Source: an optimization exercise on an open RTL-to-GDS flow (aim: small area and a short achievable clock period). Production flows keep margins and buffers that such runs may drop.
At most, simulation tests tie the RTL to the original design; equivalence was not proved.

Design arith_encoder, start of the top module:
module arith_encoder #(
  parameter int SYMBOL_WIDTH = 4
) (
  input  logic                    general_clk,
  input  logic                    reset,
  input  logic                    in_valid,
  input  logic [15:0]             fl,
  input  logic [15:0]             fh,
  input  logic [SYMBOL_WIDTH-1:0] symbol,
  input  logic [SYMBOL_WIDTH:0]   nsyms,
  input  logic                    bool_mode,
  output logic                    out_valid,
  output logic [15:0]             range_out,
  output logic [23:0]             low_out,
  output logic [4:0]              cnt_out,
  output logic [1:0]              bit_flag,
  output logic [15:0]             out_bit_1,
  output logic [15:0]             out_bit_2
);
Size: roughly 1,700 cells after synthesis, roughly 84 flip-flops, roughly 12,000 sq um of cells after synthesis.
==> module probability_stage, before the edit <==
module probability_stage (
  input  logic        general_clk,
  input  logic        reset,
  input  logic        in_valid,
  input  logic [15:0] fl,
  input  logic [15:0] fh,
  input  logic [3:0]  symbol,
  input  logic [4:0]  nsyms,
  input  logic        bool_mode,
  output logic        p_x,
  output logic        p_en,
  output logic        p_z,
  output logic        p_s,         
  output logic [9:0]  p_m2n,       
  output logic [5:0]  p_k,
  output logic [9:0]  p_nn,       
  output logic [4:0]  p_o2
);
  logic        vin;
  logic [9:0]  fl6, fh6;
  logic        first, mode_a, mode_c;
  logic [5:0]  kd;        
  logic [4:0]  kdiff;     
  logic        kpos;
  logic [9:0]  m_p, m_q;
  logic [10:0] m_d;
  logic [10:0] m2;
  logic [5:0]  k_next;
  assign vin    = in_valid & ~reset;
  assign fl6    = fl[15:6];
  assign fh6    = fh[15:6];
  assign first  = (fl == 16'h8000);
  assign mode_a = bool_mode & symbol[0];
  assign mode_c = ~bool_mode & ~first;
  assign kd     = {1'b0, nsyms} - {2'b00, symbol};
  assign kpos   = ~kd[5] & (kd[4:0] != 5'd0);
  assign kdiff  = kd[5] ? 5'd0 : kd[4:0];
  assign m_p = bool_mode ? (symbol[0] ? fh6 : 10'd512) : fl6;
  assign m_q = mode_a ? 10'd0 : fh6;
  assign m_d = {1'b0, m_p} - {1'b0, m_q};
  assign m2  = vin ? m_d : 11'd512;
  always_comb begin
    if (!vin)           k_next = 6'd0;
    else if (mode_a)    k_next = 6'd1;
    else if (mode_c)    k_next = {5'd0, kpos};
    else if (bool_mode) k_next = 6'h3f;
    else if (kpos)      k_next = 6'd1 - {1'b0, kdiff};
    else                k_next = 6'd0;
  end
  always_ff @(posedge general_clk) begin
    p_x   <= ~vin | ~(mode_a | mode_c);
    p_z   <= ~vin | ~(mode_a | mode_c);
    p_en  <= vin & fh6[0] & (bool_mode ? ~symbol[0] : ~fl6[0]);
    p_s   <= m2[10];
    p_m2n <= ~m2[9:0];              
    p_k   <= k_next;
    p_nn  <= ~(bool_mode ? fh6 : fl6);    
    p_o2  <= bool_mode ? 5'd1 : kdiff;
  end
endmodule
Settings: LEC_CHECK=0, ABC_AREA=1, CAP_MARGIN=20, CORE_MARGIN=2, CORE_UTILIZATION=40, CTS_BUF_LIST=sky130_fd_sc_hd__clkbuf_8, SETUP_SLACK_MARGIN=2.5, SLEW_MARGIN=20; clock period 9.0 ns.
standard.sh (not shown) runs the stock make flow with config.mk's settings and CLKGATE_MAP_FILE= SYNTH_SCRIPT=/design/flow/synth_recipe.tcl, a recipe that flattens the netlist after the stock synthesis.
==> flow/flow/run.sh <==
#!/bin/bash
# The standard layout with three changes: synthesis skips the quick ABC pass
# inside Yosys's synth (the final ABC mapping still runs), adders use Yosys's
# Sklansky carry network instead of Kogge-Stone, and the ports get the
# smallest buffer instead of the delay buffer that buffer_ports picks by
# default. All output goes to run_standard.log in this folder; ORFS keeps its
# own logs under orfs/logs.
set -euo pipefail
export SYNTH_ARGS="-noabc"
export SYNTH_OPERATIONS_ARGS="-extra-map +/choices/sklansky.v"
export BUFFER_PORTS_ARGS="-buffer_cell sky130_fd_sc_hd__buf_1"
bash standard.sh > run_standard.log 2>&1
Then changed:
--- a/flow/design.v
+++ b/flow/design.v
@@ -39,29 +39,26 @@
   logic        vin;
   logic [9:0]  fl6, fh6;
-  logic        first, mode_a, mode_c;
+  logic        first, sel_a, sel_c, sel_q;
   logic [5:0]  kd;        
   logic [4:0]  kdiff;     
   logic        kpos;
   logic [9:0]  m_p, m_q;
-  logic [10:0] m_d;
-  logic [10:0] m2;
   logic [5:0]  k_next;
-  assign vin    = in_valid & ~reset;
-  assign fl6    = fl[15:6];
-  assign fh6    = fh[15:6];
-  assign first  = (fl == 16'h8000);
-  assign mode_a = bool_mode & symbol[0];
-  assign mode_c = ~bool_mode & ~first;
-  assign kd     = {1'b0, nsyms} - {2'b00, symbol};
-  assign kpos   = ~kd[5] & (kd[4:0] != 5'd0);
-  assign kdiff  = kd[5] ? 5'd0 : kd[4:0];
-  assign m_p = bool_mode ? (symbol[0] ? fh6 : 10'd512) : fl6;
-  assign m_q = mode_a ? 10'd0 : fh6;
-  assign m_d = {1'b0, m_p} - {1'b0, m_q};
-  assign m2  = vin ? m_d : 11'd512;
+  assign vin   = in_valid & ~reset;
+  assign fl6   = fl[15:6];
+  assign fh6   = fh[15:6];
+  assign first = (fl == 16'h8000);
+  assign sel_a = vin & bool_mode & symbol[0];
+  assign sel_c = vin & ~bool_mode & ~first;
+  assign sel_q = vin & ~(bool_mode & symbol[0]);    
+  assign kd    = {1'b0, nsyms} - {2'b00, symbol};
+  assign kpos  = ~kd[5] & (kd[4:0] != 5'd0);
+  assign kdiff = kd[5] ? 5'd0 : kd[4:0];
+  assign m_p = sel_a ? fh6 : (sel_c ? fl6 : 10'd512);
+  assign m_q = sel_q ? fh6 : 10'd0;
   always_comb begin
-    if (!vin)           k_next = 6'd0;
-    else if (mode_a)    k_next = 6'd1;
-    else if (mode_c)    k_next = {5'd0, kpos};
+    if (sel_a)          k_next = 6'd1;
+    else if (sel_c)     k_next = {5'd0, kpos};
+    else if (!vin)      k_next = 6'd0;
     else if (bool_mode) k_next = 6'h3f;
     else if (kpos)      k_next = 6'd1 - {1'b0, kdiff};
@@ -69,12 +66,11 @@
   end
   always_ff @(posedge general_clk) begin
-    p_x   <= ~vin | ~(mode_a | mode_c);
-    p_z   <= ~vin | ~(mode_a | mode_c);
-    p_en  <= vin & fh6[0] & (bool_mode ? ~symbol[0] : ~fl6[0]);
-    p_s   <= m2[10];
-    p_m2n <= ~m2[9:0];              
-    p_k   <= k_next;
-    p_nn  <= ~(bool_mode ? fh6 : fl6);    
-    p_o2  <= bool_mode ? 5'd1 : kdiff;
+    p_x  <= ~sel_a & ~sel_c;
+    p_z  <= ~sel_a & ~sel_c;
+    p_en <= sel_q & fh6[0] & ~(sel_c & fl6[0]);
+    {p_s, p_m2n} <= ({1'b0, m_p} - {1'b0, m_q}) ^ 11'h3ff;    
+    p_k  <= k_next;
+    p_nn  <= ~(sel_c ? fl6 : fh6);    
+    p_o2 <= sel_c ? kdiff : 5'd1;
   end
 endmodule
What happened:
- The changed run passed the timing, design-rule and antenna checks
- final area goes down slightly
- synthesized area is about the same
- routed wire length came out lower by a few percent
- utilization went down by 0.13 points
The RTL of the first run of this note was laid out without a check of its function.


== the baseline ==
Starting RTL as in the previous note.
## arith_encoder
module arith_encoder #(
  parameter int SYMBOL_WIDTH = 4
) (
  input  logic                    general_clk,
  input  logic                    reset,
  input  logic                    in_valid,
  input  logic [15:0]             fl,
  input  logic [15:0]             fh,
  input  logic [SYMBOL_WIDTH-1:0] symbol,
  input  logic [SYMBOL_WIDTH:0]   nsyms,
  input  logic                    bool_mode,
  output logic                    out_valid,
  output logic [15:0]             range_out,
  output logic [23:0]             low_out,
  output logic [4:0]              cnt_out,
  output logic [1:0]              bit_flag,
  output logic [15:0]             out_bit_1,
  output logic [15:0]             out_bit_2
);
==> flow/config.mk <==
export PLATFORM = sky130hd
export DESIGN_NAME = arith_encoder
export DESIGN_NICKNAME = arith_encoder
export VERILOG_FILES = /design/flow/design.v
export SDC_FILE = /design/flow/constraint.sdc
export NUM_CORES = 4
export LEC_CHECK = 0
export ABC_AREA = 1
export CAP_MARGIN = 20
export CORE_MARGIN = 2
export CORE_UTILIZATION = 40
export CTS_BUF_LIST = sky130_fd_sc_hd__clkbuf_8
export SETUP_SLACK_MARGIN = 3.0
export SLEW_MARGIN = 20
==> flow/constraint.sdc <==
create_clock -name core_clock -period 9.0 [get_ports {general_clk}]
set_input_delay 1.8000 -clock core_clock [delete_from_list [all_inputs] [get_ports {general_clk}]]
set_output_delay 1.8000 -clock core_clock [all_outputs]
set_load 0.01 [all_outputs]
Scripts as last shown in full above: flow/flow/run.sh
The baseline | stages: all done | timing, DRC, antenna: all pass
Inputs modified between the baseline and the candidate:
diff --git a/flow/design.v b/flow/design.v
--- a/flow/design.v
+++ b/flow/design.v
@@ -37,46 +37,42 @@
   output logic [4:0]  p_o2
 );
   logic        vin;
   logic [9:0]  fl6, fh6;
-  logic        first, mode_a, mode_c;
+  logic        first, sel_a, sel_c, sel_q;
   logic [5:0]  kd;        
   logic [4:0]  kdiff;     
   logic        kpos;
   logic [9:0]  m_p, m_q;
-  logic [10:0] m_d;
-  logic [10:0] m2;
   logic [5:0]  k_next;
-  assign vin    = in_valid & ~reset;
-  assign fl6    = fl[15:6];
-  assign fh6    = fh[15:6];
-  assign first  = (fl == 16'h8000);
-  assign mode_a = bool_mode & symbol[0];
-  assign mode_c = ~bool_mode & ~first;
-  assign kd     = {1'b0, nsyms} - {2'b00, symbol};
-  assign kpos   = ~kd[5] & (kd[4:0] != 5'd0);
-  assign kdiff  = kd[5] ? 5'd0 : kd[4:0];
-  assign m_p = bool_mode ? (symbol[0] ? fh6 : 10'd512) : fl6;
-  assign m_q = mode_a ? 10'd0 : fh6;
-  assign m_d = {1'b0, m_p} - {1'b0, m_q};
-  assign m2  = vin ? m_d : 11'd512;
+  assign vin   = in_valid & ~reset;
+  assign fl6   = fl[15:6];
+  assign fh6   = fh[15:6];
+  assign first = (fl == 16'h8000);
+  assign sel_a = vin & bool_mode & symbol[0];
+  assign sel_c = vin & ~bool_mode & ~first;
+  assign sel_q = vin & ~(bool_mode & symbol[0]);    
+  assign kd    = {1'b0, nsyms} - {2'b00, symbol};
+  assign kpos  = ~kd[5] & (kd[4:0] != 5'd0);
+  assign kdiff = kd[5] ? 5'd0 : kd[4:0];
+  assign m_p = sel_a ? fh6 : (sel_c ? fl6 : 10'd512);
+  assign m_q = sel_q ? fh6 : 10'd0;
   always_comb begin
-    if (!vin)           k_next = 6'd0;
-    else if (mode_a)    k_next = 6'd1;
-    else if (mode_c)    k_next = {5'd0, kpos};
+    if (sel_a)          k_next = 6'd1;
+    else if (sel_c)     k_next = {5'd0, kpos};
+    else if (!vin)      k_next = 6'd0;
     else if (bool_mode) k_next = 6'h3f;
     else if (kpos)      k_next = 6'd1 - {1'b0, kdiff};
     else                k_next = 6'd0;
   end
   always_ff @(posedge general_clk) begin
-    p_x   <= ~vin | ~(mode_a | mode_c);
-    p_z   <= ~vin | ~(mode_a | mode_c);
-    p_en  <= vin & fh6[0] & (bool_mode ? ~symbol[0] : ~fl6[0]);
-    p_s   <= m2[10];
-    p_m2n <= ~m2[9:0];              
-    p_k   <= k_next;
-    p_nn  <= ~(bool_mode ? fh6 : fl6);    
-    p_o2  <= bool_mode ? 5'd1 : kdiff;
+    p_x  <= ~sel_a & ~sel_c;
+    p_z  <= ~sel_a & ~sel_c;
+    p_en <= sel_q & fh6[0] & ~(sel_c & fl6[0]);
+    {p_s, p_m2n} <= ({1'b0, m_p} - {1'b0, m_q}) ^ 11'h3ff;    
+    p_k  <= k_next;
+    p_nn  <= ~(sel_c ? fl6 : fh6);    
+    p_o2 <= sel_c ? kdiff : 5'd1;
   end
 endmodule
 `timescale 1ns/1ps
 module interval_update (
[summary]
- The candidate reports its cell with the biggest individual delay on the critical path as sky130_fd_sc_hd__fa_1 while the baseline reports sky130_fd_sc_hd__fa_2.
- Comparing the candidate and the baseline, the higher worst hold slack was measured on the baseline.
- Summary of the candidate over the baseline: violation count after the first detailed-routing iteration has decreased; global-route usage has remained practically unchanged; worst setup margin has increased; routed wire length has decreased; XOR/XNOR share of the synthesized area has remained practically unchanged.
- Synthesized cell count (the candidate vs. the baseline) decreases slightly
- Number of logic inverters in the finished layout went up by a few percent going from the baseline to the candidate.
- The candidate vs the baseline — shortest period the worst path allows dropped 0.20 ns.
- Summary of the candidate over the baseline: met3 usage in global routing neither gained nor lost much, utilization shrank by 0.65 points, number of global-route vias before repair shrank by about 1.3%, fmax increased 3.5%.
For the baseline, only the layout was checked, not whether the RTL still works.


arith_encoder, a different RTL version from the one above (not shown whole).
Size: roughly 1700 cells after synthesis, roughly 130 I/O pins.
==> flow/config.mk <==
export PLATFORM = sky130hd
export DESIGN_NAME = arith_encoder
export DESIGN_NICKNAME = arith_encoder
export VERILOG_FILES = /design/flow/design.v
export SDC_FILE = /design/flow/constraint.sdc
export NUM_CORES = 4
export LEC_CHECK = 0
export ABC_AREA = 1
export CAP_MARGIN = 20
export CORE_MARGIN = 2
export CORE_UTILIZATION = 40
export CTS_BUF_LIST = sky130_fd_sc_hd__clkbuf_8
export SETUP_SLACK_MARGIN = 2.8
export SLEW_MARGIN = 20
==> flow/constraint.sdc <==
create_clock -name core_clock -period 9.0 [get_ports {general_clk}]
set_input_delay 1.8000 -clock core_clock [delete_from_list [all_inputs] [get_ports {general_clk}]]
set_output_delay 1.8000 -clock core_clock [all_outputs]
set_load 0.01 [all_outputs]
Scripts as last shown in full above: flow/flow/run.sh
Change:
--- a/flow/design.v
+++ b/flow/design.v
@@ -549,31 +549,36 @@
   assign at_138 = (at_130 & at_135) | (at_130 & at_132) | (at_135 & at_132);
   wire at_139, at_140;
   assign at_139 = rn[15] ^ (r8[7] & ~p_nn[9]) ^ at_136;
   assign at_140 = (rn[15] & (r8[7] & ~p_nn[9])) | (rn[15] & at_136) | ((r8[7] & ~p_nn[9]) & at_136);
   wire [16:0] at_a, at_b;
   assign at_a = {at_138, at_134, at_128, at_120, at_110, at_98, at_97, at_70, at_56, at_42, at_30, at_20, at_17, at_6, at_5, at_1, 1'b0};
   assign at_b = {at_139, at_137, at_133, at_127, at_119, at_109, 1'b0, at_83, at_69, at_55, at_41, at_29, at_19, at_11, 1'b0, 1'b0, 1'b0};
   assign sum2n    = at_a + at_b;
   assign add_next = ~(sum2n[16:1] | {16{p_z}});
-  logic        z8, z4, z2, z1, raw_zero;
-  logic [15:0] t1, t2, t3, range_next;
-  logic [3:0]  d_next;
-  assign z8 = ~|raw[15:8];
-  assign t1 = z8 ? {raw[7:0], 8'd0} : raw;
-  assign z4 = ~|t1[15:12];
-  assign t2 = z4 ? {t1[11:0], 4'd0} : t1;
-  assign z2 = ~|t2[15:14];
-  assign t3 = z2 ? {t2[13:0], 2'd0} : t2;
-  assign z1 = ~t3[15];
-  assign range_next = z1 ? {t3[14:0], 1'b0} : t3;
-  assign raw_zero = ~|raw;
-  assign d_next = (raw_zero | reset) ? 4'd0 : {z8, z4, z2, z1};
+  logic [15:0] range_next;
+  logic [3:0]  d_next, lz;
+  logic        raw_zero;
+  logic [3:0]  z4;           
+  logic [1:0]  lz4 [4];      
+  always_comb begin
+    for (int k = 0; k < 4; k++) begin
+      z4[k]  = ~|raw[4*k +: 4];
+      lz4[k] = raw[4*k+3] ? 2'd0 : raw[4*k+2] ? 2'd1 : raw[4*k+1] ? 2'd2 : 2'd3;
+    end
+    if (!z4[3])      lz = {2'd0, lz4[3]};
+    else if (!z4[2]) lz = {2'd1, lz4[2]};
+    else if (!z4[1]) lz = {2'd2, lz4[1]};
+    else             lz = {2'd3, lz4[0]};
+  end
+  assign raw_zero   = &z4;
+  assign range_next = raw << lz;
+  assign d_next     = (raw_zero | reset) ? 4'd0 : lz;
   always_ff @(posedge general_clk) begin
     if (reset) range_q <= 16'd32768;
     else       range_q <= range_next;
     d_q <= d_next;
   end
 endmodule
 `timescale 1ns/1ps
 module renormalizer (
   input  logic        general_clk,
The new run completed with no timing, DRC or antenna violations.
Wire length went up by 4.5%.
Via count went up by 2.6%.
Cell area went up by about 2%.
Utilization went up by 0.53 points.
Non-clock buffer count went up by 6.
Area after synthesis went up by about 1.5%.
Global-route usage went up by 0.74 points.
Clock skew went down by 0.014 ns.
No functional check of the RTL was part of the second run of this note.

==> what the ideal ports hide <==
In the flow no input, the clock included, has a driving cell. The finished layouts below were timed again as built, in two steps.
Step 1 (the two cells are an assumption about what drives the block):
set clk [get_ports {general_clk}]
set_driving_cell -lib_cell sky130_fd_sc_hd__clkbuf_16 $clk
set_driving_cell -lib_cell sky130_fd_sc_hd__buf_2 [delete_from_list [all_inputs] $clk]
Step 2 adds t to the input delays and takes it off the output delays; t is the mean of the earliest and latest rising clock arrival at the registers after step 1. Input paths then give back, and output paths get back, about the clock's delay inside the block.
Slacks: ideal / step 1 / step 2; pairs: ideal / step 1.
run | shift t [ns] | setup slack, ns | clock arrival spread, ns
the first run of note 1 | 0.409 | 2.755 / 2.755 / 2.755 | 0.018 / 0.019
the second run of note 1 | 0.418 | 2.839 / 2.839 / 2.628 | 0.013 / 0.013
the baseline | 0.410 | 3.040 / 3.040 / 3.040 | 0.016 / 0.016
the candidate | 0.413 | 3.244 / 3.244 / 3.171 | 0.017 / 0.018
the first run of note 3 | 0.425 | 3.130 / 3.130 / 2.847 | 0.023 / 0.023
the second run of note 3 | 0.415 | 3.135 / 3.135 / 2.973 | 0.010 / 0.009
After both steps every run listed still meets setup and hold. The setup slack of the first run of note 3, which loses most, moves by 0.000 ns with the drivers and by -0.283 ns with both steps.
